This is an optimization exercise on Yosys and OpenROAD, whose aim is small area, a short achievable clock period and few clock cycles per item, not a production implementation.
The RTL was checked by simulation tests, not by an equivalence proof against the original design.
Power figures rest on the tool's default switching activity, not on a simulated workload.

==> flow/design.v (outline; a module is shown in full before it is edited, if it fits) <==
// module conv_mac: 3411 lines
// module cm_fa: 11 lines
// module cm_pp: 12 lines
// module cm_ppn: 12 lines
// module cm_ha: 10 lines
// module cnn_pool: 341 lines
module cnn_pool
#(
    parameter int IMG_DIM = cnn_geom_pkg::DEF_IMG_DIM
)
(
    input  logic     clk,
    input  logic     reset,
    input  logic     i_start,
    input  wb_bus_pkg::wb_addr_t i_src_base,
    input  wb_bus_pkg::wb_addr_t i_dst_base,
    input  wb_bus_pkg::wb_data_t i_rd_dat,
    input  logic     i_rd_ack,
    input  logic     i_wr_ack,
    output logic     o_rd_cyc,
    output logic     o_rd_stb,
    output wb_bus_pkg::wb_addr_t o_rd_adr,
    output logic     o_wr_cyc,
    output logic     o_wr_stb,
    output logic     o_wr_we,
    output wb_bus_pkg::wb_addr_t o_wr_adr,
    output wb_bus_pkg::wb_data_t o_wr_dat,
    output logic     o_busy,
    output logic     o_done
);
  // ...
==> flow/flow/run.sh <==
#!/bin/bash
set -euo pipefail
SETUP_MARGIN=${SETUP_MARGIN:-6}
bash standard.sh \
    "BUFFER_PORTS_ARGS=-buffer_cell sky130_fd_sc_hd__buf_2" \
    "SETUP_SLACK_MARGIN=${SETUP_MARGIN}" \
    finish > flow_make.log 2>&1
==> flow/standard.sh <==
#!/bin/bash
# synth_recipe.tcl (not shown) runs the flow's synth.tcl, then flattens the netlist and writes it again
# the make line also repeats each setting of config.mk as NAME=value (left out here)
make -C /OpenROAD-flow-scripts/flow DESIGN_CONFIG=/design/flow/config.mk WORK_HOME=/design/flow/orfs CLKGATE_MAP_FILE= SYNTH_SCRIPT=/design/flow/synth_recipe.tcl "${@:-finish}"
==> flow/config.mk <==
export PLATFORM = sky130hd
export DESIGN_NAME = cnn_pool
export DESIGN_NICKNAME = cnn_pool
export VERILOG_FILES = /design/flow/design.v
export SDC_FILE = /design/flow/constraint.sdc
export NUM_CORES = 4
export LEC_CHECK = 0
export CAP_MARGIN = 20
export CORE_MARGIN = 2
export CORE_UTILIZATION = 40
export SETUP_SLACK_MARGIN = 5
export SLEW_MARGIN = 20
export SYNTH_HIERARCHICAL = 1
export SYNTH_MINIMUM_KEEP_SIZE = 0
==> flow/constraint.sdc <==
create_clock -name core_clock -period 9.0 [get_ports {clk}]
set_input_delay 1.8000 -clock core_clock [delete_from_list [all_inputs] [get_ports {clk}]]
set_output_delay 1.8000 -clock core_clock [all_outputs]
set_load 0.01 [all_outputs]
==> reports/results.ini, run 1 <==
[outcome]
status = no timing/DRC/antenna violations

[placement]
place_area_sq_um = 36500
place_hpwl_mm = 72.6
place_congestion = 0.940

[global_route]
grt_max_degree = 82
track_usage = 0.208
antenna_found_initial = 3

[timing]
clock_skew_ns = 0.0311
rsz0062_at_grt = true
slew-limit-headroom = 0.261
timing.final.ws_setup_ns = 5.93
whs_ns = 0.323
fmax_mhz = 326
hold_viol_final = 0

[logic_synthesis]
syn_avg_cell_area_sq_um = 12.6
postSynthCellCount = 2789
synth-xor-area-share = 0.0170
synth-simple-area-share = 0.123
ys_async_sr_fraction = 0

[route]
drt-met1-wl_mm = 37.5
dr.pass1.iters = 7
wl_met2_mm = 43.0
route.detailed.drc = 0

[worst_setup_path]
cp_max_fo = 7
cp-end-kind = flip-flop
reg2reg_setup_slack_ns = 5.93
cpMostUsedCell = fa_2
r2r-end = u_mac.cut1_q[42]
start_kind = flip-flop

[power_and_ir_drop]
sw_frac_of_total = 0.340
p_per_area_nw_per_um2 = 238
power_switching_w = 0.00328
pg_comb_w = 0.00335

[final_layout]
top_regs = lbuf x144, u_mac.cut1_q x125, wgt x72
largest_reg_flops = 144
final_cell_mix = 572 x nand2_1, 462 x fa_1, 328 x edfxtp_1, 234 x dfxtp_1, 142 x inv_1
buf_share = 0.0415
antenna_cells = 0

[floorplan]
die_area_sq_um = 90000
initial_core_util = 0.404
fp.coreArea_sq_um = 86800

[min_path]
hp-start = t_ctr[0]

[clock_tree]
cts_buffers = 66

Testbench counts, summed over its fixed seeds: cycles 8,640, jobs 96.
==> inputs of run 2 (changes only) <==
--- a/flow/config.mk
+++ b/flow/config.mk
@@ -8,6 +8,7 @@
 export CAP_MARGIN = 20
 export CORE_MARGIN = 2
 export CORE_UTILIZATION = 40
+export PLACE_DENSITY = 0.75
 export SETUP_SLACK_MARGIN = 5
 export SLEW_MARGIN = 20
 export SYNTH_HIERARCHICAL = 1
==> reports/results.ini, run 2 <==
[worst_setup_path]
cp-end-kind = flip-flop  ; unchanged
critPathRequiredTime_ns = 9.48  ; was 9.47 ns
start_kind = flip-flop  ; unchanged
crit_arrival_ns = 3.59  ; was 3.54 ns
cp_max_fo = 6  ; was 7
reg2reg_setup_slack_ns = 5.89  ; was 5.93 ns
path_class = reg2reg  ; unchanged

[power_and_ir_drop]
ir_worst_vdd_v = 0.000266  ; was 0.000240 V
p_per_area_nw_per_um2 = 231  ; was 238 nW/um^2
p_int_w = 0.00610  ; was 0.00637 W
combPwrFrac = 0.357  ; was 0.348
sw_frac_of_total = 0.339  ; was 0.340
clockPowerShare = 0.266  ; was 0.291
pwr-share-seq = 0.377  ; was 0.362
power_switching_w = 0.00313  ; was 0.00328 W
cellLeakagePower_nw = 13.8  ; was 14.1 nW

[clock_tree]
cts_root_buf = clkbuf_16  ; unchanged
cts_buffers = 58  ; was 66
cts.sinks = 587  ; unchanged
ctsHoldBuffers = 0  ; unchanged
cts_tree = done  ; unchanged
htree_levels = 2  ; was 3
cts_max_path_buffers = 3  ; unchanged
insertion_delay_ns = 0.64  ; was 0.62 ns
path_clk_slew_ns = 0.08  ; was 0.06 ns

[logic_synthesis]
netlist-cell-type-count = 67  ; unchanged
synth_warnings = 10  ; unchanged
yosysMostFrequentCell = nand2_1  ; unchanged
synth_area_leaders = fa_1 31%, edfxtp_1 28%, dfxtp_1 15%  ; unchanged
synth-edff-count = 328  ; unchanged
synth_common_cells = 584 x nand2_1, 547 x fa_1, 328 x edfxtp_1, 259 x dfxtp_1, 144 x inv_1  ; unchanged
postSynthCellCount = 2789  ; unchanged
synth_area_sq_um = 35000  ; unchanged
ys_ff_latch = 587  ; unchanged
ys_async_sr_fraction = 0  ; unchanged
synth_largest_area_cell = fa_1  ; unchanged
ys_seq_area_frac = 0.429  ; unchanged
syn_avg_cell_area_sq_um = 12.6  ; unchanged
synth_flop_cell = edfxtp_1  ; unchanged
yosys.area.top_type_share = 0.312  ; unchanged

[timing]
setup_violations = 0  ; unchanged
rsz0062_at_grt = true  ; unchanged
tightestPinTransition_ns = 0.958  ; was 1.10 ns
fmax_mhz = 322  ; was 326 MHz
clock_skew_ns = 0.0407  ; was 0.0311 ns
drv_slew = 0  ; unchanged
hold_viol_final = 0  ; unchanged
timing.final.ws_setup_ns = 5.89  ; was 5.93 ns
finalSetupTns_ns = 0  ; unchanged
slew-limit-headroom = 0.361  ; was 0.261
fin_crit_ns = 3.11  ; was 3.07 ns
fin_crit_sh = 0.346  ; was 0.341
whs_ns = 0.307  ; was 0.323 ns

[outcome]
status = no timing/DRC/antenna violations  ; unchanged

[floorplan]
fp.coreArea_sq_um = 86800  ; unchanged
num_rows = 108  ; unchanged
initial_core_util = 0.404  ; unchanged
die_y_um = 300  ; unchanged
pin_count = 108  ; unchanged
die_width_um = 300  ; unchanged
die_area_sq_um = 90000  ; unchanged

[route]
wl_mm = 88.6  ; was 92.9 mm
drt-initial-drc-count = 2231  ; was 1,996
route.detailed.drc = 0  ; unchanged
wl_per_cell_um = 21.7  ; was 22.6 um
vias = 21600  ; about the same
dr.pass1.iters = 6  ; was 7
via_per_inst = 5.29  ; was 5.24
drtAntennaViolNets = 0  ; unchanged

[placement]
place_hpwl_mm = 67.3  ; was 72.6 mm
pre_cts_ws_ns = 5.38  ; was 5.50 ns
port_buffers = 99  ; unchanged
place_congestion = 0.999  ; was 0.940

[final_layout]
mostFrequentLayoutCell = nand2_1  ; unchanged
fin_nets = 3609  ; was 3,634
areaGrowthSynthToFinish_pct = 14.0  ; was 15.7%
antenna_cells = 0  ; unchanged
layout-drive-gt1-share = 0.190  ; was 0.199
largest_reg_flops = 144  ; unchanged
final_cell_mix = 569 x nand2_1, 453 x fa_1, 328 x edfxtp_1, 240 x dfxtp_1, 142 x inv_1  ; was 572 x nand2_1, 462 x fa_1, 328 x edfxtp_1, 234 x dfxtp_1, 142 x inv_1
regMostFlops = lbuf  ; unchanged
top_regs = lbuf x144, u_mac.cut1_q x125, wgt x72  ; unchanged

[run]
maxCapViolations = 0  ; unchanged

[min_path]
hold_class = reg2reg  ; unchanged

[global_route]
grt_pass1_vias = 22700  ; was 22,900
track_usage = 0.196  ; was 0.208
grt_max_degree = 83  ; was 82
antenna_found_initial = 0  ; was 3
overflow = 0  ; unchanged
grt_pass1_wl_mm = 134  ; was 140 mm

==> run 2: repair_timing <==
item | in CTS | in global routing
buffers inserted | 57 | 40
setup endpoints to repair | 186 | 218
pin swaps | 42 | 102
endpoints found under the hold margin | 0 | 0
cloned | 0 | 1
gates resized for setup | 196 | 139
==> run 2: cells by family after synthesis <==
group / count (synthesis) / synth area share
simple gates: 962 / 0.123
fa+ha+maj: 671 / 0.357
flops: 587 / 0.429
buf+inv: 322 / 0.0348
compound gates: 156 / 0.0273
xor+xnor: 68 / 0.0170
mux: 22 / 0.0121
other cells: 1 / 0.000107
==> run 2: per-stage QoR <==
step / cells / area, sq um / util / total power, W
floorplan: 2795 / 35100 / - / 0.00567
global placement: 3881 / 36400 / 0.420 / 0.00656
detailed placement: 3881 / 36400 / 0.420 / 0.00668
CTS: 4048 / 39100 / 0.451 / 0.00919
global route: 4090 / 40000 / 0.461 / 0.00984
finish: 4090 / 40000 / 0.461 / 0.00923
==> run 2: final timing paths <==
path              startpoint               end  cells past startpoint
max                   msk[0]  u_mac.cut1_q[21]                      8
min          u_mac.cut1_q[1]   u_mac.cut2_q[1]                      0
max reg2reg           msk[0]  u_mac.cut1_q[21]                      8
min reg2reg  u_mac.cut1_q[1]   u_mac.cut2_q[1]                      0
==> run 2: layer usage <==
layer	up-vias	wire length [um]	GRT usage	share of wire
met2	1234	40000	0.301	0.45
met1	10900	33800	0.258	0.38
met4	0	6140	0.118	0.069
li1	9247	-	-	-
met5	-	0	0	0
met3	241	8570	0.0382	0.097
==> run 2: power groups by stage <==
stage               Combinational [W]  Sequential, W  Clock [W]
finish                        0.00329        0.00348    0.00246
detailed placement            0.00314        0.00355          0
global route                  0.00372        0.00351    0.00261
floorplan                     0.00219        0.00348          0
global placement              0.00302        0.00354          0
CTS                           0.00322        0.00348    0.00250
==> run 2: cell type report <==
class	instances	area, sq um
clock buffer	84	1660
clock inverter	26	265
tap	1155	1450
multi-input combinational	1886	19500
fill	7448	46800
inverter	144	541
timing repair buffer	208	1500
sequential	587	15100
==> run 2: modules after synthesis (local to each module, per instance) <==
module	times used	flops+latches
cm_fa	546	0
conv_mac	1	168
cm_ha	21	0
cnn_pool	1	419
==> run 2: worst max-delay path: stages, from the launching register on <==
cell	delay, ns
dfxtp_4	0.38
buf_8	0.15
and2_4	0.21
buf_6	0.12
nand2_1	0.07
fa_2	0.57
fa_2	0.47
fa_2	0.55
fa_2	0.45
==> inputs of run 3 (changes only) <==
==> flow/flow/run.sh (replaced) <==
#!/bin/bash
set -euo pipefail
SETUP_MARGIN=${SETUP_MARGIN:-5.8}
bash standard.sh \
    "BUFFER_PORTS_ARGS=-buffer_cell sky130_fd_sc_hd__buf_2" \
    "SETUP_SLACK_MARGIN=${SETUP_MARGIN}" \
    finish > flow_make.log 2>&1
--- a/flow/config.mk
+++ b/flow/config.mk
@@ -8,7 +8,6 @@
 export CAP_MARGIN = 20
 export CORE_MARGIN = 2
 export CORE_UTILIZATION = 40
-export PLACE_DENSITY = 0.75
 export SETUP_SLACK_MARGIN = 5
 export SLEW_MARGIN = 20
 export SYNTH_HIERARCHICAL = 1
==> reports/results.ini, run 3 <==
[final_layout]
fillerInstances = 7902  ; was 7,448
largest_reg_flops = 144  ; unchanged
antenna_cells = 0  ; unchanged
regArea_sq_um = 15100  ; about the same
final_cell_mix = 584 x nand2_1, 540 x fa_1, 328 x edfxtp_1, 242 x dfxtp_1, 144 x inv_1  ; was 569 x nand2_1, 453 x fa_1, 328 x edfxtp_1, 240 x dfxtp_1, 142 x inv_1
regMostFlops = lbuf  ; unchanged
fin_cells = 4023  ; was 4,090
mostFrequentLayoutCell = nand2_1  ; unchanged
layout-drive-gt1-share = 0.132  ; was 0.190
areaGrowthSynthToFinish_pct = 11.9  ; was 14.0%
top_regs = lbuf x144, u_mac.cut1_q x125, wgt x72  ; unchanged
multiInputGateArea_sq_um = 19100  ; was 19,500 sq um
design_area_sq_um = 39200  ; was 40,000 sq um
fin_nets = 3538  ; was 3,609

[route]
vias = 21000  ; was 21,600
wl_per_cell_um = 24.1  ; was 21.7 um
wl_mm = 96.9  ; was 88.6 mm
route.detailed.drc = 0  ; unchanged
dr.pass1.iters = 5  ; was 6
drt-initial-drc-count = 1767  ; was 2,231
drtAntennaViolNets = 0  ; unchanged
via_per_inst = 5.21  ; was 5.29

[power_and_ir_drop]
p_per_area_nw_per_um2 = 248  ; was 231 nW/um^2
sw_frac_of_total = 0.352  ; was 0.339
combPwrFrac = 0.353  ; was 0.357
cellLeakagePower_nw = 13.5  ; was 13.8 nW
p_int_w = 0.00629  ; was 0.00610 W
power_switching_w = 0.00342  ; was 0.00313 W
clockPowerShare = 0.286  ; was 0.266
pwr-share-seq = 0.361  ; was 0.377
p_total_w = 0.00971  ; was 0.00923 W
ir_worst_vdd_v = 0.000174  ; was 0.000266 V

[timing]
hold_viol_final = 0  ; unchanged
clock_skew_ns = 0.0429  ; was 0.0407 ns
finalSetupTns_ns = 0  ; unchanged
tightestPinTransition_ns = 1.01  ; was 0.958 ns
rsz0062_at_grt = true  ; unchanged
drv_slew = 0  ; unchanged
fmax_mhz = 316  ; was 322 MHz
fin_crit_ns = 3.17  ; was 3.11 ns
slew-limit-headroom = 0.329  ; was 0.361
fin_crit_sh = 0.352  ; was 0.346
setup_violations = 0  ; unchanged

[logic_synthesis]
synth_adder_area_share = 0.357  ; unchanged
synth_top_family_by_area = adder cells  ; unchanged
syn_avg_cell_area_sq_um = 12.6  ; unchanged
muxShareOfSynthArea = 0.0121  ; unchanged
ys_async_sr_fraction = 0  ; unchanged
yosys.area.top_type_share = 0.312  ; unchanged
ys_ff_latch = 587  ; unchanged
postSynthCellCount = 2789  ; unchanged
synth_warnings = 10  ; unchanged
synth_common_cells = 584 x nand2_1, 547 x fa_1, 328 x edfxtp_1, 259 x dfxtp_1, 144 x inv_1  ; unchanged
netlist-cell-type-count = 67  ; unchanged
ys_seq_area_frac = 0.429  ; unchanged
synth_largest_area_cell = fa_1  ; unchanged
yosysMostFrequentCell = nand2_1  ; unchanged
synth-edff-count = 328  ; unchanged
synth-xor-area-share = 0.0170  ; unchanged
synth-compound-area-share = 0.0273  ; unchanged
synth_flop_cell = edfxtp_1  ; unchanged
synth-simple-area-share = 0.123  ; unchanged
synth_area_sq_um = 35000  ; unchanged
synth_area_leaders = fa_1 31%, edfxtp_1 28%, dfxtp_1 15%  ; unchanged

[floorplan]
die_area_sq_um = 90000  ; unchanged
initial_core_util = 0.404  ; unchanged
pin_count = 108  ; unchanged
fp.coreArea_sq_um = 86800  ; unchanged
die_width_um = 300  ; unchanged
num_rows = 108  ; unchanged
die_y_um = 300  ; unchanged

[worst_setup_path]
crit_buf_inv = 0  ; was 2
crit_slowest_cell = fa_2  ; unchanged
cpMostUsedCell = fa_1  ; was fa_2
path_cells = and2_2 > nand2_1 > fa_1 > fa_2 > fa_1 > fa_1  ; was buf_8 > and2_4 > buf_6 > nand2_1 > fa_2 > fa_2 > fa_2 > fa_2
cp_top_family = adder cells  ; unchanged
path_class = reg2reg  ; unchanged
max_stage_delay_ns = 0.68  ; was 0.57 ns
cp-end-kind = flip-flop  ; unchanged
critPathRequiredTime_ns = 9.44  ; was 9.48 ns
start_kind = flip-flop  ; unchanged
cp_max_fo = 16  ; was 6
crit_arrival_ns = 3.61  ; was 3.59 ns

[clock_tree]
cts.sinks = 587  ; unchanged
cts_max_path_buffers = 3  ; unchanged
cts_buffers = 68  ; was 58
cts_tree = done  ; unchanged
ctsHoldBuffers = 0  ; unchanged
htree_levels = 3  ; was 2
path_clk_slew_ns = 0.06  ; was 0.08 ns
insertion_delay_ns = 0.61  ; was 0.64 ns
cts_root_buf = clkbuf_16  ; unchanged

[placement]
place_congestion = 0.923  ; was 0.999
dpl.cell_count = 3884  ; was 3,881
place_hpwl_mm = 78.5  ; was 67.3 mm
place_area_sq_um = 36500  ; was 36,400 sq um
port_buffers = 99  ; unchanged

[global_route]
antenna_found_initial = 5  ; was 0
grt_max_degree = 74  ; was 83
track_usage = 0.220  ; was 0.196
grt_pass1_wl_mm = 146  ; was 134 mm
grt_pass1_vias = 22700  ; about the same
overflow = 0  ; unchanged

[min_path]
hold_class = reg2reg  ; unchanged

[run]
maxCapViolations = 0  ; unchanged

[outcome]
status = no timing/DRC/antenna violations  ; unchanged

## run 3: metrics by stage
step / hold WS, ns / utilization / setup WS, ns
floorplan: 0.310 / - / 5.38
global placement: 0.312 / 0.420 / 5.02
detailed placement: 0.312 / 0.421 / 5.31
CTS: 0.323 / 0.451 / 5.78
global route: 0.329 / 0.452 / 5.78
finish: 0.324 / 0.452 / 5.83
## run 3: power by group through the flow
stage / combinational, W / sequential (W) / clock, W
final: 0.00343 / 0.00350 / 0.00278
after global routing: 0.00386 / 0.00355 / 0.00294
after CTS: 0.00352 / 0.00351 / 0.00284
after detailed placement: 0.00349 / 0.00357 / 0
after global placement: 0.00342 / 0.00356 / 0
after floorplan: 0.00219 / 0.00348 / 0
## run 3: timing repair
item                                    in CTS  in global routing
pin swaps                                    3                  1
endpoints found under the setup margin     172                100
buffers inserted                            12                  3
gates resized for setup                    121                 42
## run 3: path summary, 6_finish.rpt
kind              slack (ns)             from               end  cells after the start
hold / removal          0.32  u_mac.cut1_q[2]   u_mac.cut2_q[2]                      0
setup reg to reg        5.83           msk[8]  u_mac.cut1_q[54]                      6
hold reg to reg         0.32  u_mac.cut1_q[2]   u_mac.cut2_q[2]                      0
setup / recovery        5.83           msk[8]  u_mac.cut1_q[54]                      6
## run 3: layout make-up
cell class | instances | share of cell area
repair buffers | 127 | 0.0206
clock buffers | 91 | 0.0494
multi-input cells | 1886 | 0.486
flip-flops and latches | 587 | 0.385
clock inverters | 33 | 0.00833
inverters | 144 | 0.0138
well taps | 1155 | 0.0368
## run 3: kinds of logic after synthesis
logic type,after synthesis
buffers and inverters,322
multiplexers,22
AO/OA/AOI/OAI,156
adder cells (fa/ha/maj),671
XOR/XNOR,68
AND/OR/NAND/NOR,962
flip-flops,587
other,1
## run 3: per-layer routing
metal / wire [um] / GRT usage / vias to the layer above
li1: - / - / 9094
met1: 40500 / 0.299 / 10900
met2: 46200 / 0.355 / 776
met3: 5710 / 0.0287 / 171
met4: 4510 / 0.0962 / 0
met5: 0 / 0 / -
## run 3: worst register-to-register path, cell delays in order, from the launching register on
cell and delay, ns:
dfxtp_4 0.45, and2_2 0.30, nand2_1 0.11, fa_1 0.45
fa_2 0.68, fa_1 0.46, fa_1 0.55
## run 3: modules after synthesis (local to each module, per instance)
module    cells  flops+latches  area (sq um)
cm_fa         1              0          20.0
cm_ha         1              0          12.5
cnn_pool   1104            419         16100
conv_mac   1118            168          7710
==> inputs of run 4 (changes only) <==
==> flow/flow/run.sh (replaced) <==
#!/bin/bash
set -euo pipefail
SETUP_MARGIN=${SETUP_MARGIN:-6.2}
bash standard.sh \
    "BUFFER_PORTS_ARGS=-buffer_cell sky130_fd_sc_hd__buf_2" \
    "SETUP_SLACK_MARGIN=${SETUP_MARGIN}" \
    finish > flow_make.log 2>&1
==> reports/results.ini, run 4 <==
[outcome]
status = no timing/DRC/antenna violations  ; unchanged

[floorplan]
die_y_um = 300  ; unchanged
die_area_sq_um = 90000  ; unchanged
initial_core_util = 0.404  ; unchanged
die_width_um = 300  ; unchanged
fp.coreArea_sq_um = 86800  ; unchanged
pin_count = 108  ; unchanged
num_rows = 108  ; unchanged

[power_and_ir_drop]
power_switching_w = 0.00338  ; was 0.00342 W
cellLeakagePower_nw = 14.7  ; was 13.5 nW
p_per_area_nw_per_um2 = 232  ; was 248 nW/um^2
pwr-share-seq = 0.359  ; was 0.361
ir_worst_vdd_v = 0.000173  ; was 0.000174 V
sw_frac_of_total = 0.344  ; was 0.352
p_int_w = 0.00644  ; was 0.00629 W
clockPowerShare = 0.274  ; was 0.286
combPwrFrac = 0.367  ; was 0.353

[clock_tree]
cts_tree = done  ; unchanged
path_clk_slew_ns = 0.06  ; about the same
cts_buffers = 66  ; was 68
insertion_delay_ns = 0.61  ; about the same
cts.sinks = 587  ; unchanged
htree_levels = 3  ; unchanged
cts_max_path_buffers = 3  ; unchanged
cts_root_buf = clkbuf_16  ; unchanged

[worst_setup_path]
start_kind = flip-flop  ; unchanged
reg2regPathDepth = 8  ; was 6
reg2reg_setup_slack_ns = 5.89  ; was 5.83 ns
path_class = reg2reg  ; unchanged
path_cells = buf_8 > and2_4 > buf_6 > nand2_4 > fa_2 > fa_2 > fa_2 > fa_2  ; was and2_2 > nand2_1 > fa_1 > fa_2 > fa_1 > fa_1
max_stage_delay_ns = 0.57  ; was 0.68 ns
crit_buf_inv = 2  ; was 0
cpMostUsedCell = fa_2  ; was fa_1
critPathRequiredTime_ns = 9.47  ; was 9.44 ns
crit_arrival_ns = 3.58  ; was 3.61 ns
crit_slowest_cell = fa_2  ; unchanged
r2r-end = u_mac.cut1_q[13]  ; was u_mac.cut1_q[54]
cp-end-kind = flip-flop  ; unchanged
cp_max_fo = 8  ; was 16
cp_top_family = adder cells  ; unchanged
reg2reg_from = msk[1]  ; was msk[8]

[final_layout]
regMostFlops = lbuf  ; unchanged
areaGrowthSynthToFinish_pct = 20.7  ; was 11.9%
mostFrequentLayoutCell = nand2_1  ; unchanged
top_regs = lbuf x144, u_mac.cut1_q x125, wgt x72  ; unchanged
regArea_sq_um = 15100  ; about the same
multiInputGateArea_sq_um = 20400  ; was 19,100 sq um
layout-drive-gt1-share = 0.319  ; was 0.132
fin_util = 0.488  ; was 0.452
fin_nets = 3719  ; was 3,538
fillerInstances = 7612  ; was 7,902
final_cell_mix = 509 x nand2_1, 328 x edfxtp_1, 285 x fa_2, 262 x fa_1, 229 x dfxtp_1  ; was 584 x nand2_1, 540 x fa_1, 328 x edfxtp_1, 242 x dfxtp_1, 144 x inv_1
antenna_cells = 0  ; unchanged
largest_reg_flops = 144  ; unchanged

[timing]
slew-limit-headroom = 0.288  ; was 0.329
fmax_mhz = 322  ; was 316 MHz
rsz0062_at_grt = true  ; unchanged
fin_crit_sh = 0.345  ; was 0.352
whs_ns = 0.304  ; was 0.324 ns
setup_violations = 0  ; unchanged
clock_skew_ns = 0.0286  ; was 0.0429 ns
hold_viol_final = 0  ; unchanged
fin_crit_ns = 3.11  ; was 3.17 ns
tightestPinTransition_ns = 1.06  ; was 1.01 ns
finalSetupTns_ns = 0  ; unchanged
drv_slew = 0  ; unchanged

[logic_synthesis]
syn_avg_cell_area_sq_um = 12.6  ; unchanged
postSynthCellCount = 2789  ; unchanged
yosys.area.top_type_share = 0.312  ; unchanged
synth_area_sq_um = 35000  ; unchanged
synth_area_leaders = fa_1 31%, edfxtp_1 28%, dfxtp_1 15%  ; unchanged
ys_ff_latch = 587  ; unchanged
synth_largest_area_cell = fa_1  ; unchanged
synth_flop_cell = edfxtp_1  ; unchanged
ys_async_sr_fraction = 0  ; unchanged
synth_common_cells = 584 x nand2_1, 547 x fa_1, 328 x edfxtp_1, 259 x dfxtp_1, 144 x inv_1  ; unchanged
netlist-cell-type-count = 67  ; unchanged
synth_warnings = 10  ; unchanged
synth-edff-count = 328  ; unchanged
ys_seq_area_frac = 0.429  ; unchanged
yosysMostFrequentCell = nand2_1  ; unchanged

[route]
via_per_inst = 5.16  ; was 5.21
wl_mm = 98.3  ; was 96.9 mm
drtAntennaViolNets = 0  ; unchanged
vias = 21700  ; was 21,000
wl_per_cell_um = 23.4  ; was 24.1 um
dr.pass1.iters = 6  ; was 5
route.detailed.drc = 0  ; unchanged
drt-initial-drc-count = 1949  ; was 1,767

[placement]
place_congestion = 0.925  ; was 0.923
place_hpwl_mm = 76.0  ; was 78.5 mm
port_buffers = 99  ; unchanged

[global_route]
grt_pass1_wl_mm = 145  ; was 146 mm
grt_pass1_vias = 23100  ; was 22,700
track_usage = 0.219  ; was 0.220
antenna_found_initial = 1  ; was 5
overflow = 0  ; unchanged
grt_max_degree = 66  ; was 74

[min_path]
min_to = u_mac.cut2_q[3]  ; was u_mac.cut2_q[2]
hold_class = reg2reg  ; unchanged
hp-start = u_mac.cut1_q[3]  ; was u_mac.cut1_q[2]
hold_path_depth = 0  ; unchanged

[run]
maxCapViolations = 0  ; unchanged

## run 4: metal layers
layer	wire length [um]	part of all wire	global-route usage
met5	0	0	0
met1	39800	0.40	0.287
met4	5130	0.052	0.0992
met2	47500	0.48	0.360
met3	5850	0.060	0.0324
## run 4: cell type report
class                   instances  share of cell area
inverters                     144              0.0128
clock inverters                23             0.00526
repair buffers                310              0.0618
flip-flops and latches        587               0.357
multi-input cells            1886               0.483
clock buffers                  96              0.0459
well taps                    1155              0.0341
## run 4: logic make-up (layout without fill, tap and decap cells)
logic type               count (synthesis)  after routing  synth area share
AND/OR/NAND/NOR                        962            962             0.123
adder cells (fa/ha/maj)                671            671             0.357
flip-flops                             587            587             0.429
buffers and inverters                  322            573            0.0348
AO/OA/AOI/OAI                          156            156            0.0273
XOR/XNOR                                68             68            0.0170
multiplexers                            22             22            0.0121
other                                    1              7          0.000107
## run 4: power groups by stage
stage               clock [W]  sequential (W)  combinational [W]
floorplan                   0         0.00348            0.00220
global placement            0         0.00357            0.00328
detailed placement          0         0.00359            0.00336
CTS                   0.00275         0.00352            0.00356
global route          0.00286         0.00356            0.00405
finish                0.00269         0.00352            0.00361
## run 4: worst max path at each step
stage	startpoint	to	depth (start not counted)
6_report	msk[1]	u_mac.cut1_q[13]	8
5_1_grt	msk[2]	u_mac.cut1_q[54]	7
4_1_cts	msk[0]	u_mac.cut1_q[68]	7
3_5_place_dp	s_sum[11]	pmax[2][4]	7
3_3_place_gp	s_sum[14]	pmax[2][8]	8
2_1_floorplan	msk[6]	u_mac.cut1_q[13]	8
## run 4: worst register-to-register path, stage by stage, from the launching register on
cell	delay (ns)
dfxtp_4	0.42
buf_8	0.16
and2_4	0.21
buf_6	0.11
nand2_4	0.05
fa_2	0.58
fa_2	0.47
fa_2	0.55
fa_2	0.43
## run 4: through the flow
stage | power [W] | worst slack (ns) | instance area (sq um) | cells
2_1_floorplan | 0.00568 | 6.15 | 35400 | 2795
3_3_place_gp | 0.00685 | 5.35 | 36500 | 3876
3_5_place_dp | 0.00695 | 5.22 | 36600 | 3876
4_1_cts | 0.00983 | 5.91 | 41000 | 4131
5_1_grt | 0.0105 | 5.86 | 42300 | 4201
6_report | 0.00982 | 5.89 | 42300 | 4201
## run 4: per-module statistics from Yosys (local to each module, per instance)
| module | cell area (sq um) | flip-flops and latches | copies in the design |
|---|---|---|---|
| cm_fa | 20.0 | 0 | 546 |
| cm_ha | 12.5 | 0 | 21 |
| conv_mac | 7710 | 168 | 1 |
| cnn_pool | 16100 | 419 | 1 |
## run 4: what timing repair did
item | CTS | global route
gates cloned | 0 | 1
gates resized for setup | 457 | 203
hold buffers | 0 | 0
endpoints found under the setup margin | 302 | 286
setup buffers | 136 | 69
pin swaps | 171 | 165
==> inputs of run 5 (changes only) <==
==> flow/flow/run.sh (replaced) <==
#!/bin/bash
set -euo pipefail
SETUP_MARGIN=${SETUP_MARGIN:-6}
bash standard.sh \
    "BUFFER_PORTS_ARGS=-buffer_cell sky130_fd_sc_hd__buf_2" \
    "SETUP_SLACK_MARGIN=${SETUP_MARGIN}" \
    finish > flow_make.log 2>&1
--- a/flow/config.mk
+++ b/flow/config.mk
@@ -8,6 +8,7 @@
 export CAP_MARGIN = 20
 export CORE_MARGIN = 2
 export CORE_UTILIZATION = 40
+export CTS_BUF_LIST = sky130_fd_sc_hd__clkbuf_4 sky130_fd_sc_hd__clkbuf_8
 export SETUP_SLACK_MARGIN = 5
 export SLEW_MARGIN = 20
 export SYNTH_HIERARCHICAL = 1
==> reports/results.ini, run 5 <==
[outcome]
status = no timing/DRC/antenna violations  ; unchanged

[power_and_ir_drop]
p_per_area_nw_per_um2 = 232  ; about the same
ir_worst_vdd_v = 0.000258  ; was 0.000173 V
p_total_w = 0.00952  ; was 0.00982 W
cellLeakagePower_nw = 14.4  ; was 14.7 nW

[floorplan]
die_area_sq_um = 90000  ; unchanged
initial_core_util = 0.404  ; unchanged
num_rows = 108  ; unchanged
pin_count = 108  ; unchanged
die_width_um = 300  ; unchanged
fp.coreArea_sq_um = 86800  ; unchanged
die_y_um = 300  ; unchanged

[run]
maxCapViolations = 0  ; unchanged

[logic_synthesis]
synth_common_cells = 584 x nand2_1, 547 x fa_1, 328 x edfxtp_1, 259 x dfxtp_1, 144 x inv_1  ; unchanged
synth_area_sq_um = 35000  ; unchanged
synth-edff-count = 328  ; unchanged
yosys.area.top_type_share = 0.312  ; unchanged
syn_avg_cell_area_sq_um = 12.6  ; unchanged
postSynthCellCount = 2789  ; unchanged
synth_area_leaders = fa_1 31%, edfxtp_1 28%, dfxtp_1 15%  ; unchanged
ys_ff_latch = 587  ; unchanged
ys_seq_area_frac = 0.429  ; unchanged
synth_warnings = 10  ; unchanged
synth_largest_area_cell = fa_1  ; unchanged
synth_flop_cell = edfxtp_1  ; unchanged
ys_async_sr_fraction = 0  ; unchanged
netlist-cell-type-count = 67  ; unchanged
yosysMostFrequentCell = nand2_1  ; unchanged

[clock_tree]
htree_levels = 3  ; unchanged
cts_max_path_buffers = 3  ; unchanged
insertion_delay_ns = 0.72  ; was 0.61 ns
cts.sinks = 587  ; unchanged
cts_tree = done  ; unchanged
path_clk_slew_ns = 0.06  ; about the same
ctsHoldBuffers = 0  ; unchanged
cts_buffers = 100  ; was 66
cts_root_buf = clkbuf_8  ; was clkbuf_16

[final_layout]
layout-drive-gt1-share = 0.247  ; was 0.319
fin_util = 0.473  ; was 0.488
top_regs = lbuf x144, u_mac.cut1_q x125, wgt x72  ; unchanged
largest_reg_flops = 144  ; unchanged
final_cell_mix = 553 x nand2_1, 409 x fa_1, 328 x edfxtp_1, 235 x dfxtp_1, 140 x inv_1  ; was 509 x nand2_1, 328 x edfxtp_1, 285 x fa_2, 262 x fa_1, 229 x dfxtp_1
areaGrowthSynthToFinish_pct = 17.0  ; was 20.7%
mostFrequentLayoutCell = nand2_1  ; unchanged
regMostFlops = lbuf  ; unchanged
design_area_sq_um = 41000  ; was 42,300 sq um
fin_nets = 3699  ; was 3,719

[timing]
fmax_mhz = 319  ; was 322 MHz
hold_viol_final = 0  ; unchanged
drv_slew = 0  ; unchanged
clock_skew_ns = 0.0537  ; was 0.0286 ns
slew-limit-headroom = 0.285  ; was 0.288
fin_crit_sh = 0.348  ; was 0.345
fin_crit_ns = 3.13  ; was 3.11 ns
setup_violations = 0  ; unchanged
finalSetupTns_ns = 0  ; unchanged
tightestPinTransition_ns = 1.06  ; about the same
rsz0062_at_grt = true  ; unchanged

[worst_setup_path]
start_kind = flip-flop  ; unchanged
cp_top_family = adder cells  ; unchanged
crit_slowest_cell = fa_2  ; unchanged
critPathRequiredTime_ns = 9.63  ; was 9.47 ns
crit_arrival_ns = 3.77  ; was 3.58 ns
reg2regPathDepth = 8  ; unchanged
max_stage_delay_ns = 0.57  ; about the same
path_class = reg2reg  ; unchanged
path_cells = buf_8 > and2_4 > buf_12 > nand2_2 > fa_1 > fa_1 > fa_2 > fa_2  ; was buf_8 > and2_4 > buf_6 > nand2_4 > fa_2 > fa_2 > fa_2 > fa_2
cp-end-kind = flip-flop  ; unchanged
cp_max_fo = 6  ; was 8
crit_buf_inv = 2  ; unchanged
path_depth = 8  ; unchanged

[route]
drt-initial-drc-count = 2071  ; was 1,949
via_per_inst = 5.17  ; was 5.16
route.detailed.drc = 0  ; unchanged
drtAntennaViolNets = 0  ; unchanged
wl_per_cell_um = 22.4  ; was 23.4 um
wl_mm = 94.4  ; was 98.3 mm
vias = 21800  ; was 21,700
dr.pass1.iters = 6  ; unchanged

[placement]
place_congestion = 0.940  ; was 0.925
place_hpwl_mm = 72.6  ; was 76.0 mm
place_area_sq_um = 36500  ; was 36,600 sq um
port_buffers = 99  ; unchanged

[min_path]
hold_path_depth = 0  ; unchanged
hold_class = reg2reg  ; unchanged

[global_route]
grt_pass1_wl_mm = 142  ; was 145 mm
grt_pass1_vias = 23400  ; was 23,100
track_usage = 0.212  ; was 0.219
grt_max_degree = 82  ; was 66
antenna_found_initial = 3  ; was 1
overflow = 0  ; unchanged

[run 5: cell counts after synthesis]
Identical to the previous run, type by type.
[run 5: final timing paths]
check | startpoint | end | slack [ns]
min | u_ctr[1] | s_ctr[1] | 0.30
max | msk[5] | u_mac.cut1_q[42] | 5.87
min reg2reg | u_ctr[1] | s_ctr[1] | 0.30
max reg2reg | msk[5] | u_mac.cut1_q[42] | 5.87
[run 5: cell families (layout without fill, tap and decap cells)]
logic type | after synthesis | count (layout) | share of synthesized area
buf+inv | 322 | 582 | 0.0348
other cells | 1 | 9 | 0.000107
simple gates | 962 | 962 | 0.123
mux | 22 | 22 | 0.0121
flops | 587 | 587 | 0.429
compound gates | 156 | 156 | 0.0273
xor+xnor | 68 | 68 | 0.0170
fa+ha+maj | 671 | 671 | 0.357
[run 5: repair_timing]
| item | CTS | global route |
|---|---|---|
| setup endpoints to repair | 235 | 184 |
| buffers inserted | 96 | 48 |
| gates resized for setup | 271 | 155 |
| gates cloned | 0 | 1 |
| endpoints found under the hold margin | 0 | 0 |
| pin swaps | 96 | 136 |
[run 5: Yosys stat by module (local to each module, per instance)]
module    cells inside  flops+latches
cm_fa                1              0
cm_ha                1              0
conv_mac          1118            168
cnn_pool          1104            419
[run 5: stage by stage]
| step | instances | hold slack (ns) | setup slack (ns) |
|---|---|---|---|
| detailed placement | 3882 | 0.312 | 5.50 |
| floorplan | 2795 | 0.310 | 5.38 |
| global placement | 3879 | 0.312 | 5.17 |
| finish | 4212 | 0.299 | 5.87 |
| global route | 4212 | 0.316 | 5.82 |
| CTS | 4160 | 0.304 | 5.84 |
[run 5: metal layers]
layer  track usage  wire (um)  up-vias
met5             0          0        -
met4         0.120       6030        0
met3        0.0431       7930      237
met2         0.325      42600     1007
met1         0.283      37800    11100
li1              -          -     9450
[run 5: cell type report]
class / instances / area [sq um]
clock buffer: 151 / 1870
inverter: 144 / 541
sequential: 587 / 15100
timing repair buffer: 256 / 2070
tap: 1155 / 1450
clock inverter: 31 / 367
antenna: 2 / 5.00
fill: 7669 / 45700
multi-input combinational: 1886 / 19600
[run 5: where the power goes]
group          total (W)  internal [W]  switching (W)
clock            0.00265       0.00151        0.00115
combinational    0.00338       0.00148        0.00190
sequential       0.00348       0.00326       0.000227
==> inputs of run 6 (changes only) <==
--- a/flow/config.mk
+++ b/flow/config.mk
@@ -8,7 +8,8 @@
 export CAP_MARGIN = 20
 export CORE_MARGIN = 2
 export CORE_UTILIZATION = 40
-export CTS_BUF_LIST = sky130_fd_sc_hd__clkbuf_4 sky130_fd_sc_hd__clkbuf_8
+export CTS_CLUSTER_DIAMETER = 90
+export CTS_CLUSTER_SIZE = 28
 export SETUP_SLACK_MARGIN = 5
 export SLEW_MARGIN = 20
 export SYNTH_HIERARCHICAL = 1
==> reports/results.ini, run 6 <==
[route]
wl_met2_mm = 42.4  ; was 42.6 mm
dr.pass1.iters = 6  ; unchanged
top_layer = met4  ; unchanged
drt-initial-drc-count = 1962  ; was 2,071
route.detailed.drc = 0  ; unchanged
dr_wl_met3_mm = 7.16  ; was 7.93 mm
wl_per_cell_um = 22.7  ; was 22.4 um
via_per_inst = 5.20  ; was 5.17
drtAntennaViolNets = 0  ; unchanged
drt-met1-wl_mm = 37.4  ; was 37.8 mm
wl_mm = 92.2  ; was 94.4 mm
vias = 21100  ; was 21,800

[logic_synthesis]
synth_largest_area_cell = fa_1  ; unchanged
ys_seq_area_frac = 0.429  ; unchanged
ys_ff_latch = 587  ; unchanged
synth_warnings = 10  ; unchanged
postSynthCellCount = 2789  ; unchanged
synth-edff-count = 328  ; unchanged
synth_flop_cell = edfxtp_1  ; unchanged
netlist-cell-type-count = 67  ; unchanged
yosys.area.top_type_share = 0.312  ; unchanged
ys_async_sr_fraction = 0  ; unchanged
syn_avg_cell_area_sq_um = 12.6  ; unchanged
synth_common_cells = 584 x nand2_1, 547 x fa_1, 328 x edfxtp_1, 259 x dfxtp_1, 144 x inv_1  ; unchanged
synth_area_leaders = fa_1 31%, edfxtp_1 28%, dfxtp_1 15%  ; unchanged
synth_area_sq_um = 35000  ; unchanged
yosysMostFrequentCell = nand2_1  ; unchanged

[power_and_ir_drop]
combPwrFrac = 0.396  ; was 0.355
ir_worst_vdd_v = 0.000229  ; was 0.000258 V
sw_frac_of_total = 0.364  ; was 0.344
p_per_area_nw_per_um2 = 216  ; was 232 nW/um^2
cellLeakagePower_nw = 13.6  ; was 14.4 nW
power_switching_w = 0.00310  ; was 0.00328 W
pwr-share-seq = 0.408  ; was 0.366
clockPowerShare = 0.196  ; was 0.279
p_int_w = 0.00542  ; was 0.00625 W

[worst_setup_path]
startpoint = msk[6]  ; was msk[5]
max_stage_delay_ns = 0.60  ; was 0.57 ns
cpMostUsedCell = fa_1
path_cells = buf_4 > and2_4 > nand2_1 > fa_1 > fa_2 > fa_1 > fa_1  ; was buf_8 > and2_4 > buf_12 > nand2_2 > fa_1 > fa_1 > fa_2 > fa_2
start_kind = flip-flop  ; unchanged
reg2reg_from = msk[6]  ; was msk[5]
crit_arrival_ns = 3.61  ; was 3.77 ns
path_class = reg2reg  ; unchanged
critPathRequiredTime_ns = 9.52  ; was 9.63 ns
crit_buf_inv = 1  ; was 2
cp-end-kind = flip-flop  ; unchanged
cp_top_family = adder cells  ; unchanged
cp_max_fo = 7  ; was 6
crit_slowest_cell = fa_1  ; was fa_2

[floorplan]
die_area_sq_um = 90000  ; unchanged
fp.coreArea_sq_um = 86800  ; unchanged
die_y_um = 300  ; unchanged
pin_count = 108  ; unchanged
num_rows = 108  ; unchanged
initial_core_util = 0.404  ; unchanged
die_width_um = 300  ; unchanged

[clock_tree]
cts_max_path_buffers = 3  ; unchanged
cts_root_buf = clkbuf_16  ; was clkbuf_8
insertion_delay_ns = 0.66  ; was 0.72 ns
cts_buffers = 30  ; was 100
cts.sinks = 587  ; unchanged
cts_tree = done  ; unchanged
htree_levels = 1  ; was 3
path_clk_slew_ns = 0.10  ; was 0.06 ns

[placement]
place_congestion = 0.940  ; unchanged
place_area_sq_um = 36500  ; unchanged
place_hpwl_mm = 72.6  ; unchanged
pre_cts_ws_ns = 5.50  ; unchanged
port_buffers = 99  ; unchanged

[min_path]
hp-start = u_mac.cut1_q[1]  ; was u_ctr[1]
hold_class = reg2reg  ; unchanged

[final_layout]
final_cell_mix = 567 x nand2_1, 451 x fa_1, 328 x edfxtp_1, 232 x dfxtp_1, 141 x inv_1  ; was 553 x nand2_1, 409 x fa_1, 328 x edfxtp_1, 235 x dfxtp_1, 140 x inv_1
fin_util = 0.455  ; was 0.473
design_area_sq_um = 39400  ; was 41,000 sq um
fin_nets = 3612  ; was 3,699
layout-drive-gt1-share = 0.192  ; was 0.247
areaGrowthSynthToFinish_pct = 12.5  ; was 17.0%
mostFrequentLayoutCell = nand2_1  ; unchanged
largest_reg_flops = 144  ; unchanged
top_regs = lbuf x144, u_mac.cut1_q x125, wgt x72  ; unchanged
regMostFlops = lbuf  ; unchanged
antenna_cells = 0  ; was 2

[global_route]
grt_max_degree = 82  ; unchanged
antenna_found_initial = 2  ; was 3
overflow = 0  ; unchanged
grt_pass1_wl_mm = 138  ; was 142 mm
grt_pass1_vias = 22400  ; was 23,400
track_usage = 0.205  ; was 0.212

[timing]
rsz0062_at_grt = true  ; unchanged
fin_crit_ns = 3.09  ; was 3.13 ns
setup_violations = 0  ; unchanged
finalSetupTns_ns = 0  ; unchanged
fin_crit_sh = 0.343  ; was 0.348
hold_viol_final = 0  ; unchanged
tightestPinTransition_ns = 1.06  ; about the same
fmax_mhz = 324  ; was 319 MHz
clock_skew_ns = 0.0522  ; was 0.0537 ns
drv_slew = 0  ; unchanged
slew-limit-headroom = 0.293  ; was 0.285
timing.final.ws_setup_ns = 5.91  ; was 5.87 ns

[outcome]
status = no timing/DRC/antenna violations  ; unchanged

[run]
maxCapViolations = 0  ; unchanged

[run 6: cell counts after synthesis]
No cell type changed its count.
[run 6: path summary, 6_finish.rpt]
| kind | endpoint | slack (ns) | depth (start not counted) |
|---|---|---|---|
| hold / removal | u_mac.cut2_q[1] | 0.30 | 0 |
| hold reg to reg | u_mac.cut2_q[1] | 0.30 | 0 |
| setup / recovery | u_mac.cut1_q[31] | 5.91 | 7 |
| setup reg to reg | u_mac.cut1_q[31] | 5.91 | 7 |
[run 6: logic make-up after synthesis]
kind of cell / after synthesis / share of synthesized area
buffers and inverters: 322 / 0.0348
adder cells (fa/ha/maj): 671 / 0.357
AO/OA/AOI/OAI: 156 / 0.0273
other: 1 / 0.000107
XOR/XNOR: 68 / 0.0170
multiplexers: 22 / 0.0121
AND/OR/NAND/NOR: 962 / 0.123
flip-flops: 587 / 0.429
[run 6: through the flow]
stage / std cells / hold slack, ns / total power (W)
4_1_cts: 4010 / 0.295 / 0.00850
5_1_grt: 4067 / 0.298 / 0.00912
3_3_place_gp: 3879 / 0.312 / 0.00672
3_5_place_dp: 3882 / 0.312 / 0.00677
6_report: 4067 / 0.299 / 0.00852
2_1_floorplan: 2795 / 0.310 / 0.00567
[run 6: timing repair]
item                                    4_1_cts  5_1_grt
hold buffers                                  0        0
endpoints found under the setup margin      226      157
cloned                                        0        0
gates resized for setup                     201      146
setup buffers                                72       57
pin swaps                                    27      104
[run 6: area by class of cell]
class                   instances  area, sq um
flip-flops and latches        587        15100
multi-input cells            1886        19500
clock inverters                17          259
repair buffers                239         1800
fillers                      7793        47300
inverters                     144          541
clock buffers                  39          795
well taps                    1155         1450
[run 6: power by group through the flow]
stage                     Combinational, W  Clock [W]  Sequential [W]
after floorplan                    0.00219          0         0.00348
after global placement             0.00317          0         0.00354
after detailed placement           0.00322          0         0.00356
after CTS                          0.00331    0.00172         0.00347
after global routing               0.00381    0.00180         0.00351
final                              0.00337    0.00167         0.00348
[run 6: metal layers]
metal,global-route usage,vias up
met2,0.324,887
met1,0.282,10900
li1,-,9215
met5,0,-
met3,0.0317,174
met4,0.0913,0
[run 6: per-module statistics from Yosys (local to each module, per instance)]
module    area [sq um]  flops+latches  cells inside  times used
cnn_pool         16100            419          1104           1
cm_fa             20.0              0             1         546
conv_mac          7710            168          1118           1
cm_ha             12.5              0             1          21
==> inputs of run 7 (changes only) <==
--- a/flow/config.mk
+++ b/flow/config.mk
@@ -8,8 +8,8 @@
 export CAP_MARGIN = 20
 export CORE_MARGIN = 2
 export CORE_UTILIZATION = 40
-export CTS_CLUSTER_DIAMETER = 90
-export CTS_CLUSTER_SIZE = 28
+export CTS_CLUSTER_DIAMETER = 80
+export CTS_CLUSTER_SIZE = 24
 export SETUP_SLACK_MARGIN = 5
 export SLEW_MARGIN = 20
 export SYNTH_HIERARCHICAL = 1
==> reports/results.ini, run 7 <==
[outcome]
status = no timing/DRC/antenna violations  ; unchanged

[worst_setup_path]
critPathRequiredTime_ns = 9.47  ; was 9.52 ns
max_stage_delay_ns = 0.65  ; was 0.60 ns
cp_max_fo = 8  ; was 7
cp_top_family = adder cells  ; unchanged
path_class = reg2reg  ; unchanged
crit_buf_inv = 2  ; was 1
crit_slowest_cell = fa_2  ; was fa_1
path_cells = buf_6 > buf_6 > and3_4 > fa_1 > fa_2 > fa_1 > fa_1  ; was buf_4 > and2_4 > nand2_1 > fa_1 > fa_2 > fa_1 > fa_1
start_kind = flip-flop  ; unchanged
crit_arrival_ns = 3.56  ; was 3.61 ns
cp-end-kind = flip-flop  ; unchanged
cpMostUsedCell = fa_1  ; unchanged

[min_path]
hold_class = reg2reg  ; unchanged

[global_route]
grt_max_degree = 82  ; unchanged
grt_pass1_vias = 22500  ; was 22,400
track_usage = 0.206  ; was 0.205
grt_pass1_wl_mm = 138  ; about the same
overflow = 0  ; unchanged
antenna_found_initial = 0  ; was 2

[final_layout]
mostFrequentLayoutCell = nand2_1  ; unchanged
largest_reg_flops = 144  ; unchanged
fillerInstances = 7840  ; was 7,793
fin_nets = 3597  ; was 3,612
layout-drive-gt1-share = 0.183  ; was 0.192
final_cell_mix = 574 x nand2_1, 464 x fa_1, 328 x edfxtp_1, 234 x dfxtp_1, 140 x inv_1  ; was 567 x nand2_1, 451 x fa_1, 328 x edfxtp_1, 232 x dfxtp_1, 141 x inv_1
regMostFlops = lbuf  ; unchanged
areaGrowthSynthToFinish_pct = 12.5  ; about the same
top_regs = lbuf x144, u_mac.cut1_q x125, wgt x72  ; unchanged

[logic_synthesis]
postSynthCellCount = 2789  ; unchanged
ys_seq_area_frac = 0.429  ; unchanged
synth_largest_area_cell = fa_1  ; unchanged
yosys.area.top_type_share = 0.312  ; unchanged
netlist-cell-type-count = 67  ; unchanged
synth_area_sq_um = 35000  ; unchanged
ys_ff_latch = 587  ; unchanged
synth_area_leaders = fa_1 31%, edfxtp_1 28%, dfxtp_1 15%  ; unchanged
ys_async_sr_fraction = 0  ; unchanged
synth-edff-count = 328  ; unchanged
synth_common_cells = 584 x nand2_1, 547 x fa_1, 328 x edfxtp_1, 259 x dfxtp_1, 144 x inv_1  ; unchanged
synth_flop_cell = edfxtp_1  ; unchanged
syn_avg_cell_area_sq_um = 12.6  ; unchanged
yosysMostFrequentCell = nand2_1  ; unchanged
synth_warnings = 10  ; unchanged

[clock_tree]
ctsHoldBuffers = 0  ; unchanged
cts_buffers = 37  ; was 30
cts_root_buf = clkbuf_16  ; unchanged
path_clk_slew_ns = 0.09  ; was 0.10 ns
htree_levels = 2  ; was 1
cts_tree = done  ; unchanged
cts_max_path_buffers = 3  ; unchanged
cts.sinks = 587  ; unchanged
insertion_delay_ns = 0.60  ; was 0.66 ns

[route]
vias = 21200  ; was 21,100
wl_mm = 91.9  ; was 92.2 mm
via_per_inst = 5.23  ; was 5.20
dr.pass1.iters = 9  ; was 6
drt-initial-drc-count = 1814  ; was 1,962
route.detailed.drc = 0  ; unchanged
drtAntennaViolNets = 0  ; unchanged
wl_per_cell_um = 22.6  ; was 22.7 um

[floorplan]
initial_core_util = 0.404  ; unchanged
die_width_um = 300  ; unchanged
die_y_um = 300  ; unchanged
fp.coreArea_sq_um = 86800  ; unchanged
num_rows = 108  ; unchanged
pin_count = 108  ; unchanged
die_area_sq_um = 90000  ; unchanged

[timing]
tightestPinTransition_ns = 1.05  ; was 1.06 ns
fmax_mhz = 324  ; about the same
whs_ns = 0.329  ; was 0.299 ns
fin_crit_ns = 3.09  ; about the same
drv_slew = 0  ; unchanged
setup_violations = 0  ; unchanged
rsz0062_at_grt = true  ; unchanged
clock_skew_ns = 0.0501  ; was 0.0522 ns
finalSetupTns_ns = 0  ; unchanged
hold_viol_final = 0  ; unchanged
slew-limit-headroom = 0.301  ; was 0.293
fin_crit_sh = 0.343  ; about the same

[run]
maxCapViolations = 0  ; unchanged

[placement]
place_hpwl_mm = 72.6  ; unchanged
place_congestion = 0.940  ; unchanged
port_buffers = 99  ; unchanged

[power_and_ir_drop]
ir_worst_vdd_v = 0.000226  ; was 0.000229 V
p_int_w = 0.00562  ; was 0.00542 W
clockPowerShare = 0.221  ; was 0.196
pwr-share-seq = 0.398  ; was 0.408
sw_frac_of_total = 0.358  ; was 0.364
combPwrFrac = 0.381  ; was 0.396
p_per_area_nw_per_um2 = 222  ; was 216 nW/um^2
cellLeakagePower_nw = 13.6  ; about the same
power_switching_w = 0.00314  ; was 0.00310 W

## run 7: cell counts after synthesis
Identical to the previous run, type by type.
## run 7: stage by stage
| step | total power, W | utilization | instances | cell area, sq um | worst slack (ns) |
|---|---|---|---|---|---|
| floorplan | 0.00567 | - | 2795 | 35100 | 5.38 |
| global placement | 0.00672 | 0.420 | 3879 | 36400 | 5.17 |
| detailed placement | 0.00677 | 0.421 | 3882 | 36500 | 5.50 |
| CTS | 0.00876 | 0.445 | 4009 | 38600 | 5.91 |
| global route | 0.00938 | 0.455 | 4056 | 39400 | 5.87 |
| finish | 0.00876 | 0.455 | 4057 | 39400 | 5.91 |
## run 7: layout make-up
cell class                      count  area, sq um  share of cell area
Multi-Input combinational cell   1886        19500               0.494
Sequential cell                   587        15100               0.383
Timing Repair Buffer              217         1560              0.0395
Tap cell                         1155         1450              0.0366
Clock buffer                       50         1080              0.0274
Inverter                          144          541              0.0137
Clock inverter                     17          235             0.00597
Antenna cell                        1         2.50           0.0000635
## run 7: worst register-to-register path: cells and delay by family (launching register included)
kind                       cells  cell delay (ns)
adders and majority gates      4             2.08
buffers and inverters          2             0.28
DFF                            1             0.39
and+or+nand+nor                1             0.20
## run 7: metal layers
layer  global-route usage  vias to the layer above  share of wire
met5                    0                        -              0
li1                     -                     9194              -
met1                0.278                    11000           0.41
met3               0.0347                      150          0.078
met4               0.0840                        0          0.048
met2                0.330                      905           0.47
## run 7: path summary, 6_finish.rpt
path | from | to | slack, ns | cells after the start
setup / recovery | msk[0] | u_mac.cut1_q[93] | 5.91 | 7
hold / removal | u_mac.cut1_q[1] | u_mac.cut2_q[1] | 0.33 | 0
setup reg to reg | msk[0] | u_mac.cut1_q[93] | 5.91 | 7
hold reg to reg | u_mac.cut1_q[1] | u_mac.cut2_q[1] | 0.33 | 0
## run 7: power groups by stage
stage | logic [W] | clock network [W] | registers [W]
floorplan | 0.00219 | 0 | 0.00348
finish | 0.00334 | 0.00194 | 0.00348
global route | 0.00378 | 0.00208 | 0.00352
CTS | 0.00329 | 0.00199 | 0.00348
detailed placement | 0.00322 | 0 | 0.00356
global placement | 0.00317 | 0 | 0.00354
## run 7: cell families (layout without fill, tap and decap cells)
family / after synthesis / after routing / synth area share
mux: 22 / 22 / 0.0121
flops: 587 / 587 / 0.429
xor+xnor: 68 / 68 / 0.0170
fa+ha+maj: 671 / 671 / 0.357
compound gates: 156 / 156 / 0.0273
other cells: 1 / 8 / 0.000107
buf+inv: 322 / 428 / 0.0348
simple gates: 962 / 962 / 0.123
## run 7: Yosys stat by module, one instance, submodules excluded
| module | copies in the design | cell area, sq um |
|---|---|---|
| conv_mac | 1 | 7710 |
| cm_ha | 21 | 12.5 |
| cnn_pool | 1 | 16100 |
| cm_fa | 546 | 20.0 |
## run 7: what timing repair did
item                                    CTS  global route
cloned                                    0             0
endpoints found under the setup margin  217           135
gates resized for setup                 197           128
pin swaps                                23           116
buffers inserted                         60            47

-- re-timing with driven ports --
How much do the figures lean on ideal ports? The routed layouts below were timed once more, with nothing changed but the port constraints. Step 1 assumes that a clkbuf_16 drives the clock port and a buf_2 every other input. Step 2, shift: input delay + t, output delay - t, t = (earliest + latest rising clock arrival at the registers) / 2. This alone moves slack from input paths to output paths. a / b / c = ideal ports / drivers / drivers and shift; a / b = the first two.
| run | t (ns) | slack for setup (ns) | worst register clock-pin slew, ns | worst data-port slew with drivers (ns) | cell pins on the clock port's net |
|---|---|---|---|---|---|
| run 1 | 0.671 | 5.930 / 5.930 / 5.386 | 0.07 / 0.07 | 0.04 | 1 |
| run 2 | 0.681 | 5.890 / 5.890 / 5.460 | 0.08 / 0.08 | 0.05 | 1 |
| run 3 | 0.656 | 5.833 / 5.823 / 5.556 | 0.07 / 0.07 | 0.04 | 1 |
| run 4 | 0.667 | 5.891 / 5.891 / 5.553 | 0.07 / 0.07 | 0.05 | 1 |
| run 5 | 0.758 | 5.867 / 5.849 / 5.397 | 0.07 / 0.07 | 0.04 | 1 |
| run 6 | 0.703 | 5.910 / 5.889 / 5.439 | 0.12 / 0.12 | 0.04 | 1 |
| run 7 | 0.645 | 5.914 / 5.914 / 5.391 | 0.10 / 0.10 | 0.04 | 1 |
After both steps setup and hold are still met in every run listed. The setup slack of run 1, which loses most, moves by 0.000 ns with the drivers and by -0.544 ns with both steps.
